What follows belongs to an exercise in optimizing a design on an open flow for small area, a short achievable clock period and few clock cycles; a production flow would make more cautious choices.
RTL that was checked went through simulation tests only; none was proved equivalent to the original.
Power is estimated from default activity; no workload was simulated.

Setup of build 22:
==> flow/design.v (excerpt) <==
module lgappg_sched #(
   parameter int W_WORDS = 8,
   parameter int H_ROWS  = 8
) (
   input  logic         clk,
   input  logic         rst,
   input  logic         start,
   output logic         busy,
   output logic         done,
   input  logic         in_valid,
   output logic         in_ready,
   input  logic [63:0]  in_data,
   output logic         win_valid,
   input  logic         win_ready,
   output logic [575:0] win_data,
   output logic         win_odd
);
For scale: about 2,200 cells after synthesis, about 1,300 flip-flops, roughly 650 I/O pins, ~41,000 sq um of cells after synthesis.
==> module lgappg_sched, before the edit <==
module lgappg_sched #(
   parameter int W_WORDS = 8,
   parameter int H_ROWS  = 8
) (
   input  logic         clk,
   input  logic         rst,
   input  logic         start,
   output logic         busy,
   output logic         done,
   input  logic         in_valid,
   output logic         in_ready,
   input  logic [63:0]  in_data,
   output logic         win_valid,
   input  logic         win_ready,
   output logic [575:0] win_data,
   output logic         win_odd
);
   localparam int NW = W_WORDS * H_ROWS;
   localparam int S  = 2 * W_WORDS + 3;
   localparam int XW = $clog2(W_WORDS);
   localparam int YW = $clog2(H_ROWS);
   localparam int PW = XW + YW;
   localparam logic [PW-1:0] LAST_IDX = PW'(NW - 1);
   localparam logic [PW-1:0] PRE_LOAD = PW'(W_WORDS);
   localparam logic [XW-1:0] X_LAST   = XW'(W_WORDS - 1);
   localparam logic [YW-1:0] Y_LAST   = YW'(H_ROWS - 1);
   logic            run_q, flush_q, busy_q, done_q, wv_q, odd_q;
   logic            prime_q;     
   logic            last_q;      
   logic            wvn_q;       
   logic            more_q;      
   logic [PW-1:0]   in_cnt_q;    
   logic [YW-1:0]   row_q;       
   logic [XW-1:0]   col_q;
   localparam int KR = 4;
   logic [KR-1:0][8:0] kill_q;   
   logic [8:0]      n_kill, c_kill;
   logic [S-1:0][63:0] store_q;  
   logic slot_free, acc, shift, load, hs, last_hs, wrap;
   logic n_up, n_dn, n_lf, n_rt, c_up, c_dn, c_lf, c_rt;
   assign slot_free = wvn_q || win_ready;
   assign acc       = run_q && in_valid && slot_free;
   assign shift     = slot_free && ((run_q && in_valid) || more_q);
   assign load      = shift && (flush_q || prime_q);
   assign hs        = wv_q && win_ready;
   assign last_hs   = hs && last_q;
   assign wrap = (col_q == X_LAST);
   assign n_lf = wrap;
   assign n_rt = (col_q == X_LAST - XW'(1));
   assign n_up = wrap ? (row_q == Y_LAST) : (row_q == '0);
   assign n_dn = wrap ? (row_q == Y_LAST - YW'(1)) : (row_q == Y_LAST);
   always_comb begin
      for (int k = 0; k < 9; k++) begin
         n_kill[k] = ((k / 3 == 0) && n_up) || ((k / 3 == 2) && n_dn) ||
                     ((k % 3 == 0) && n_lf) || ((k % 3 == 2) && n_rt);
         c_kill[k] = ((k / 3 == 0) && c_up) || ((k / 3 == 2) && c_dn) ||
                     ((k % 3 == 0) && c_lf) || ((k % 3 == 2) && c_rt);
      end
   end
   always_ff @(posedge clk) begin
      kill_q[0] <= load ? n_kill : c_kill;
      kill_q[1] <= (load || !wv_q) ? n_kill : c_kill;
      kill_q[2] <= load ? n_kill : (wv_q ? c_kill : 9'h000);
      kill_q[3] <= load ? n_kill : (wv_q ? c_kill : 9'h1ff);
   end
   assign c_lf = (col_q == '0);
   assign c_rt = wrap;
   assign c_up = (row_q == '0);
   assign c_dn = (row_q == Y_LAST);
   always_ff @(posedge clk) begin
      if (shift) begin
         store_q[0] <= ~in_data;
         for (int j = 1; j < S; j++) store_q[j] <= store_q[j-1];
      end
   end
   always_ff @(posedge clk) begin
      if (load) begin
         odd_q  <= row_q[0] ^ wrap;
         last_q <= (row_q == Y_LAST) && n_rt;
         col_q  <= col_q + XW'(1);
         if (wrap) row_q <= row_q + YW'(1);
      end
      if (!run_q && !flush_q && !done_q && start) begin
         row_q  <= Y_LAST;
         col_q  <= X_LAST;
         last_q <= 1'b0;
      end
   end
   always_ff @(posedge clk) begin
      if (rst) begin
         run_q    <= 1'b0;
         flush_q  <= 1'b0;
         busy_q   <= 1'b0;
         done_q   <= 1'b0;
         wv_q     <= 1'b0;
         wvn_q    <= 1'b1;
         more_q   <= 1'b0;
         prime_q  <= 1'b0;
         in_cnt_q <= '0;
      end else begin
         done_q <= last_hs;
         if (!run_q && !flush_q && !done_q && start) begin
            run_q    <= 1'b1;
            busy_q   <= 1'b1;
            prime_q  <= 1'b0;
            in_cnt_q <= '0;
         end
         if (acc) begin
            in_cnt_q <= in_cnt_q + PW'(1);
            if (in_cnt_q == PRE_LOAD) prime_q <= 1'b1;
            if (in_cnt_q == LAST_IDX) begin
               run_q   <= 1'b0;
               flush_q <= 1'b1;
               more_q  <= 1'b1;
            end
         end
         if (load && flush_q && (row_q == Y_LAST) && n_rt) more_q <= 1'b0;
         if (last_hs) begin
            flush_q <= 1'b0;
            busy_q  <= 1'b0;
         end
         if (load)    wv_q <= 1'b1;
         else if (hs) wv_q <= 1'b0;
         if (load)    wvn_q <= 1'b0;
         else if (hs) wvn_q <= 1'b1;
      end
   end
   for (genvar k = 0; k < 9; k++) begin : g_win
      localparam int J = W_WORDS + 1 - ((k / 3 - 1) * W_WORDS + (k % 3 - 1));
      for (genvar b = 0; b < 64; b++) begin : g_bit
         assign win_data[64*k + b] = ~(store_q[J][b] | kill_q[b * KR / 64][k]);
      end
   end
   assign in_ready  = run_q && slot_free;
   assign busy      = busy_q;
   assign done      = done_q;
   assign win_valid = wv_q;
   assign win_odd   = odd_q;
endmodule
clock: 4.0 ns
lec_check: 0
cap_margin: 20
core_margin: 2
core_utilization: 70
cts_buf_list: sky130_fd_sc_hd__clkbuf_16
cts_cluster_diameter: 60
cts_cluster_size: 30
setup_slack_margin: 1.5
slew_margin: 20
standard.sh (not shown) runs the stock make flow with config.mk's settings and CLKGATE_MAP_FILE= SYNTH_SCRIPT=/design/flow/synth_recipe.tcl, a recipe that flattens the netlist after the stock synthesis.
==> flow/flow/run.sh <==
#!/bin/bash
# Standard layout, but ports buffered with plain buffers and the resizer free to swap footprints.
set -euo pipefail
bash standard.sh MATCH_CELL_FOOTPRINT=0 'BUFFER_PORTS_ARGS=-buffer_cell sky130_fd_sc_hd__buf_1' finish > standard_flow.log 2>&1
Testbench counts of build 22, summed over its fixed seeds: cycles 9,728.
#### Input delta (build 62 over build 22)
diff --git a/flow/design.v b/flow/design.v
--- a/flow/design.v
+++ b/flow/design.v
@@ -21,13 +21,13 @@
    localparam int YW = $clog2(H_ROWS);
    localparam int PW = XW + YW;
    localparam logic [PW-1:0] LAST_IDX = PW'(NW - 1);
    localparam logic [PW-1:0] PRE_LOAD = PW'(W_WORDS);
    localparam logic [XW-1:0] X_LAST   = XW'(W_WORDS - 1);
    localparam logic [YW-1:0] Y_LAST   = YW'(H_ROWS - 1);
-   logic            run_q, flush_q, busy_q, done_q, wv_q, odd_q;
+   logic            run_q, flush_q, done_q, wv_q, odd_q;
    logic            prime_q;     
    logic            last_q;      
    logic            wvn_q;       
    logic            more_q;      
    logic [PW-1:0]   in_cnt_q;    
    logic [YW-1:0]   row_q;       
@@ -87,24 +87,22 @@
       end
    end
    always_ff @(posedge clk) begin
       if (rst) begin
          run_q    <= 1'b0;
          flush_q  <= 1'b0;
-         busy_q   <= 1'b0;
          done_q   <= 1'b0;
          wv_q     <= 1'b0;
          wvn_q    <= 1'b1;
          more_q   <= 1'b0;
          prime_q  <= 1'b0;
          in_cnt_q <= '0;
       end else begin
          done_q <= last_hs;
          if (!run_q && !flush_q && !done_q && start) begin
             run_q    <= 1'b1;
-            busy_q   <= 1'b1;
             prime_q  <= 1'b0;
             in_cnt_q <= '0;
          end
          if (acc) begin
             in_cnt_q <= in_cnt_q + PW'(1);
             if (in_cnt_q == PRE_LOAD) prime_q <= 1'b1;
@@ -112,16 +110,13 @@
                run_q   <= 1'b0;
                flush_q <= 1'b1;
                more_q  <= 1'b1;
             end
          end
          if (load && flush_q && (row_q == Y_LAST) && n_rt) more_q <= 1'b0;
-         if (last_hs) begin
-            flush_q <= 1'b0;
-            busy_q  <= 1'b0;
-         end
+         if (last_hs) flush_q <= 1'b0;
          if (load)    wv_q <= 1'b1;
          else if (hs) wv_q <= 1'b0;
          if (load)    wvn_q <= 1'b0;
          else if (hs) wvn_q <= 1'b1;
       end
    end
@@ -129,11 +124,11 @@
       localparam int J = W_WORDS + 1 - ((k / 3 - 1) * W_WORDS + (k % 3 - 1));
       for (genvar b = 0; b < 64; b++) begin : g_bit
          assign win_data[64*k + b] = ~(store_q[J][b] | kill_q[b * KR / 64][k]);
       end
    end
    assign in_ready  = run_q && slot_free;
-   assign busy      = busy_q;
+   assign busy      = run_q || flush_q;
    assign done      = done_q;
    assign win_valid = wv_q;
    assign win_odd   = odd_q;
 endmodule
### Flow results
- Compare build 22 and build 62 | share of power burned in the clock network higher: build 62
- Compared build 22 against build 62; global routing met2 resource utilization within noise.
- Compared with build 22, in build 62 portion of total power attributed to combinational logic did not really move; total length of routed met3 wires went up; maximum frequency went down.
For build 62, only the layout was checked, not whether the RTL still works.

[separate check: timing with driven ports]
Ports are ideal in the flow. The routed layouts listed here were re-timed in OpenROAD.
Step 1 assumes that a clkbuf_16 drives the clock port and a buf_2 every other input.
Step 2 adds t to the input delays and takes it off the output delays; t is the mean of the earliest and latest rising clock arrival at the registers after step 1. Input paths then give back, and output paths get back, about the clock's delay inside the block.
Three values: ideal, step 1, step 2; two values: the first two.
run | t (ns) | setup slack, ns | hold slack, ns | worst setup path at the end | worst register clock-pin slew, ns
build 22 | 0.676 | 1.614 / 1.557 / 1.180 | 0.369 / 0.332 / 0.414 | input to register | 0.11 / 0.11
build 62 | 0.683 | 1.570 / 1.493 / 1.137 | 0.371 / 0.330 / 0.413 | input to register | 0.11 / 0.11
After both steps every run listed still meets setup and hold. For build 22, which loses most, drivers alone change the setup slack by -0.057 ns; drivers and shift together by -0.434 ns.
